From an optimization exercise on the open Yosys and OpenROAD flow, aimed at small area, a short achievable clock period and few clock cycles per item; shortcuts taken in it are not production practice.
Power and IR drop assume default switching activity.

==> flow/design.v <==
`default_nettype none
package fbpm_pkg;
    localparam logic [2:0] ACT_PAINT      = 3'd0;
    localparam logic [2:0] ACT_CONSUME    = 3'd1;
    localparam logic [2:0] ACT_RETURN     = 3'd2;
    localparam logic [2:0] ACT_CLEAR_PEND = 3'd3;
    localparam logic [2:0] ACT_RESET_POOL = 3'd4;
endpackage
`default_nettype wire
`default_nettype none
import fbpm_pkg::*;
module fbpm_ctrl
(
    input  wire logic        clk,
    input  wire logic        rst_n,
    input  wire logic        start,
    output logic             busy,
    input  wire logic [34:0] request,
    output logic             v,       
    output logic             pn,      
    output logic             ps,      
    output logic             cs,      
    output logic             rt,      
    output logic             cl,      
    output logic             rp,      
    output logic [1:0]       idx
);
    logic [2:0]  act;
    logic [14:0] w;
    logic [14:0] h;
    logic [14:0] alloc_w;
    logic [14:0] alloc_h;
    logic        size_diff;
    logic        is_paint;
    logic        is_reset;
    assign busy      = 1'b0;
    assign act       = request[34:32];
    assign w         = request[31:17];
    assign h         = request[16:2];
    assign size_diff = (w != alloc_w) || (h != alloc_h);
    assign is_paint  = (act == ACT_PAINT);
    assign is_reset  = (act == ACT_RESET_POOL);
    always_ff @(posedge clk or negedge rst_n)
    begin
        if (!rst_n)
        begin
            alloc_w <= '0;
            alloc_h <= '0;
        end
        else if (start)
        begin
            if (is_paint)
            begin
                alloc_w <= w;
                alloc_h <= h;
            end
            else if (is_reset)
            begin
                alloc_w <= '0;
                alloc_h <= '0;
            end
        end
    end
    always_ff @(posedge clk)
    begin
        v   <= start;
        pn  <= start && is_paint && size_diff;
        ps  <= start && is_paint && !size_diff;
        cs  <= start && (act == ACT_CONSUME);
        rt  <= start && (act == ACT_RETURN);
        cl  <= start && (act == ACT_CLEAR_PEND);
        rp  <= start && is_reset;
        idx <= request[1:0];
    end
endmodule
`default_nettype wire
`default_nettype none
module fbpm_datapath
(
    input  wire logic        clk,
    input  wire logic        rst_n,
    input  wire logic        v,
    input  wire logic        pn,
    input  wire logic        ps,
    input  wire logic        cs,
    input  wire logic        rt,
    input  wire logic        cl,
    input  wire logic        rp,
    input  wire logic [1:0]  idx,
    output logic             done,
    output logic [44:0]      result
);
    logic [1:0]  free_stack  [4];
    logic [2:0]  free_top;
    logic [1:0]  flight_list [4];
    logic [2:0]  flight_count;
    logic        ready_flag;
    logic [1:0]  ready_slot;
    logic        ready_zero;
    logic [31:0] paint_gen;
    logic [31:0] uploaded_gen;
    logic        gen_gt;
    logic        gens_zero;
    logic        acc_q;
    logic        gen_nz_q;
    logic        repl_q;
    logic        reinit_q;
    logic [1:0]  free_stack_n  [4];
    logic [2:0]  free_top_n;
    logic [1:0]  flight_list_n [4];
    logic [2:0]  flight_count_n;
    logic        ready_flag_n;
    logic [1:0]  ready_slot_n;
    logic        ready_zero_n;
    logic [31:0] paint_gen_n;
    logic [31:0] uploaded_gen_n;
    logic        gen_gt_n;
    logic        gens_zero_n;
    logic [31:0] paint_gen_inc;
    logic [2:0]  top_m1;
    logic [2:0]  fl_m1;
    logic        ready_hit;
    logic        idx_hit;
    logic        fl_hit;
    logic [1:0]  fl_pos;
    logic [1:0]  pop_entry;
    logic [1:0]  fl_last;
    logic        has_free;
    logic        grant_pop;
    logic        grant_paint;
    logic        grant_cons;
    logic        push_ready;
    logic        ret_push;
    logic        ret_fl;
    logic        append;
    logic        gen_eq;
    assign top_m1    = free_top - 3'd1;
    assign fl_m1     = flight_count - 3'd1;
    assign pop_entry = free_stack[top_m1[1:0]];
    assign fl_last   = flight_list[fl_m1[1:0]];
    assign has_free  = (free_top != 3'd0);
    assign gen_eq    = (paint_gen == uploaded_gen);
    assign paint_gen_inc = paint_gen + 32'd1;
    always_comb
    begin
        ready_hit = 1'b0;
        idx_hit   = 1'b0;
        fl_hit    = 1'b0;
        fl_pos    = '0;
        for (int i = 0; i < 4; i++)
        begin
            if ((3'(i) < top_m1) && (free_stack[i] == ready_slot))
                ready_hit = 1'b1;
            if ((3'(i) < free_top) && (free_stack[i] == idx))
                idx_hit = 1'b1;
        end
        for (int i = 3; i >= 0; i--)
        begin
            if ((3'(i) < flight_count) && (flight_list[i] == idx))
            begin
                fl_hit = 1'b1;
                fl_pos = 2'(i);
            end
        end
    end
    assign grant_pop   = ps && has_free;
    assign grant_paint = ps && (has_free || ready_flag);
    assign grant_cons  = cs && ready_flag && gen_gt;
    assign push_ready  = grant_pop && ready_flag && !ready_hit;
    assign ret_push    = rt && !idx_hit && !free_top[2];
    assign ret_fl      = rt && fl_hit;
    assign append      = grant_cons && !flight_count[2];
    always_comb
    begin
        for (int i = 0; i < 4; i++)
        begin
            free_stack_n[i] = free_stack[i];
            if (pn)
                free_stack_n[i] = 2'(i);
            else if (push_ready && (2'(i) == top_m1[1:0]))
                free_stack_n[i] = ready_slot;
            else if (ret_push && (2'(i) == free_top[1:0]))
                free_stack_n[i] = idx;
        end
        if (pn)
            free_top_n = 3'd3;
        else if (rp)
            free_top_n = 3'd0;
        else if (grant_pop && !push_ready)
            free_top_n = top_m1;
        else if (ret_push)
            free_top_n = free_top + 3'd1;
        else
            free_top_n = free_top;
        for (int i = 0; i < 4; i++)
        begin
            flight_list_n[i] = flight_list[i];
            if (append && (2'(i) == flight_count[1:0]))
                flight_list_n[i] = ready_slot;
            else if (ret_fl && (2'(i) == fl_pos))
                flight_list_n[i] = fl_last;
        end
        if (pn || rp)
            flight_count_n = 3'd0;
        else if (append)
            flight_count_n = flight_count + 3'd1;
        else if (ret_fl)
            flight_count_n = fl_m1;
        else
            flight_count_n = flight_count;
        if (pn || grant_paint)
            ready_flag_n = 1'b1;
        else if (grant_cons || rp)
            ready_flag_n = 1'b0;
        else
            ready_flag_n = ready_flag;
        if (pn)
            ready_slot_n = 2'd3;
        else if (grant_pop)
            ready_slot_n = pop_entry;
        else
            ready_slot_n = ready_slot;
        if (pn || grant_paint)
            ready_zero_n = 1'b0;
        else if (rt && (idx == ready_slot))
            ready_zero_n = 1'b1;
        else
            ready_zero_n = ready_zero;
        if (pn || (grant_paint && gens_zero))
            paint_gen_n = 32'd1;
        else if (grant_paint)
            paint_gen_n = paint_gen_inc;
        else
            paint_gen_n = paint_gen;
        if (pn || (grant_paint && gens_zero) || (grant_cons && ready_zero))
            uploaded_gen_n = 32'd0;
        else if (cl || grant_cons)
            uploaded_gen_n = paint_gen;
        else
            uploaded_gen_n = uploaded_gen;
        if (rp)
            gens_zero_n = 1'b1;
        else if (pn || grant_paint)
            gens_zero_n = 1'b0;
        else
            gens_zero_n = gens_zero;
        if (pn)
            gen_gt_n = 1'b1;
        else if (cl)
            gen_gt_n = 1'b0;
        else if (grant_cons)
            gen_gt_n = ready_zero;
        else if (grant_paint)
            gen_gt_n = gens_zero ||
                       ((paint_gen != 32'hffff_ffff) && (gen_gt || gen_eq));
        else
            gen_gt_n = gen_gt;
    end
    always_ff @(posedge clk or negedge rst_n)
    begin
        if (!rst_n)
        begin
            free_top     <= '0;
            flight_count <= '0;
            ready_flag   <= 1'b0;
            gens_zero    <= 1'b1;
            done         <= 1'b0;
        end
        else
        begin
            free_top     <= free_top_n;
            flight_count <= flight_count_n;
            ready_flag   <= ready_flag_n;
            gens_zero    <= gens_zero_n;
            done         <= v;
        end
    end
    always_ff @(posedge clk)
    begin
        paint_gen    <= paint_gen_n;
        uploaded_gen <= uploaded_gen_n;
        gen_gt       <= gen_gt_n;
        for (int i = 0; i < 4; i++)
        begin
            free_stack[i]  <= free_stack_n[i];
            flight_list[i] <= flight_list_n[i];
        end
        ready_slot <= ready_slot_n;
        ready_zero <= ready_zero_n;
        acc_q      <= pn || grant_paint || grant_cons;
        gen_nz_q   <= pn || grant_paint || (grant_cons && !ready_zero);
        repl_q     <= ps && ready_flag;
        reinit_q   <= pn;
    end
    assign result = {acc_q,
                     ready_slot & {2{acc_q}},
                     paint_gen & {32{gen_nz_q}},
                     repl_q,
                     reinit_q,
                     free_top,
                     ready_flag,
                     flight_count,
                     ready_flag && gen_gt};
endmodule
`default_nettype wire
`default_nettype none
module frame_buffer_pool_manager_top
(
    input  wire logic        clk,
    input  wire logic        rst_n,
    input  wire logic        start,
    output logic             busy,
    input  wire logic [34:0] request,
    output logic             done,
    output logic [44:0]      result
);
    logic       v;
    logic       pn;
    logic       ps;
    logic       cs;
    logic       rt;
    logic       cl;
    logic       rp;
    logic [1:0] idx;
    fbpm_ctrl u_ctrl (
        .clk     (clk),
        .rst_n   (rst_n),
        .start   (start),
        .busy    (busy),
        .request (request),
        .v       (v),
        .pn      (pn),
        .ps      (ps),
        .cs      (cs),
        .rt      (rt),
        .cl      (cl),
        .rp      (rp),
        .idx     (idx)
    );
    fbpm_datapath u_datapath (
        .clk     (clk),
        .rst_n   (rst_n),
        .v       (v),
        .pn      (pn),
        .ps      (ps),
        .cs      (cs),
        .rt      (rt),
        .cl      (cl),
        .rp      (rp),
        .idx     (idx),
        .done    (done),
        .result  (result)
    );
endmodule
`default_nettype wire
Settings: LEC_CHECK=0, CAP_MARGIN=20, CORE_MARGIN=2, CORE_UTILIZATION=40, SETUP_SLACK_MARGIN=3.9, SLEW_MARGIN=20; clock period 6.0 ns.
standard.sh (not shown) runs the stock make flow with config.mk's settings and CLKGATE_MAP_FILE= SYNTH_SCRIPT=/design/flow/synth_recipe.tcl, a recipe that flattens the netlist after the stock synthesis.
==> flow/flow/run.sh <==
#!/bin/bash
# The standard layout, with these ORFS settings changed:
export BUFFER_PORTS_ARGS="-buffer_cell sky130_fd_sc_hd__buf_2"
export CTS_ARGS="-sink_clustering_enable -repair_clock_nets -dont_use_dummy_load -buf_list sky130_fd_sc_hd__clkbuf_8 -sink_clustering_size 30 -sink_clustering_max_diameter 60"
bash standard.sh > standard.log 2>&1
Next try:
--- a/flow/design.v
+++ b/flow/design.v
@@ -101,11 +101,15 @@
     logic [31:0] uploaded_gen;
     logic        gen_gt;
     logic        gens_zero;
     logic        acc_q;
-    logic        gen_nz_q;
+    logic [1:0]  idx_q;
+    logic [31:0] gen_q;
     logic        repl_q;
     logic        reinit_q;
+    logic        fresh_q;
+    logic        acc_n;
+    logic        gen_nz_n;
     logic [1:0]  free_stack_n  [4];
     logic [2:0]  free_top_n;
     logic [1:0]  flight_list_n [4];
     logic [2:0]  flight_count_n;
@@ -286,22 +290,26 @@
             flight_list[i] <= flight_list_n[i];
         end
         ready_slot <= ready_slot_n;
         ready_zero <= ready_zero_n;
-        acc_q      <= pn || grant_paint || grant_cons;
-        gen_nz_q   <= pn || grant_paint || (grant_cons && !ready_zero);
+        acc_q      <= acc_n;
+        idx_q      <= ready_slot_n & {2{acc_n}};
+        gen_q      <= paint_gen_n & {32{gen_nz_n}};
         repl_q     <= ps && ready_flag;
         reinit_q   <= pn;
+        fresh_q    <= ready_flag_n && gen_gt_n;
     end
+    assign acc_n    = pn || grant_paint || grant_cons;
+    assign gen_nz_n = pn || grant_paint || (grant_cons && !ready_zero);
     assign result = {acc_q,
-                     ready_slot & {2{acc_q}},
-                     paint_gen & {32{gen_nz_q}},
+                     idx_q,
+                     gen_q,
                      repl_q,
                      reinit_q,
                      free_top,
                      ready_flag,
                      flight_count,
-                     ready_flag && gen_gt};
+                     fresh_q};
 endmodule
 `default_nettype wire
 `default_nettype none
 module frame_buffer_pool_manager_top
The changed run completed without violations.
Setup slack gets better by 0.18 ns.
Wire length increases by a few percent.
Cell area increases by roughly a tenth.
Sequential share of layout area increases by 3.1 points.
Power increases by a few percent.
Clock skew hardly moves.
Final cell count increases by a little under a tenth.
Global-route usage increases by 0.31 points.
Area after synthesis increases by a little under a tenth.
Clock power increases by roughly a tenth.
No functional check of the RTL was part of any run of this note.

## re-timing with driven ports
The flow's constraints put no driver on any port. The routed layouts listed below were extracted and timed again, unchanged, in two steps.
Step 1 assumes that a clkbuf_16 drives the clock port and a buf_2 every other input.
Step 2 times the ports against the registers' clock, not the clock port: input delays grow and output delays shrink by t, the midpoint of the rising clock arrivals with the driver on.
Three values: no drivers, after step 1, after step 2; two values: the first two.
| run | t, ns | slack for setup (ns) | worst hold slack (ns) | worst setup path after step 2 | worst register clock-pin slew, ns |
|---|---|---|---|---|---|
| the first run | 0.478 | 3.568 / 3.529 / 3.533 | 0.342 / 0.342 / 0.342 | input to register | 0.08 / 0.08 |
| the second run | 0.493 | 3.746 / 3.723 / 3.452 | 0.353 / 0.353 / 0.353 | input to register | 0.10 / 0.10 |
After both steps setup and hold are still met in every run listed. The setup slack of the second run, which loses most, moves by -0.023 ns with the drivers and by -0.294 ns with both steps.
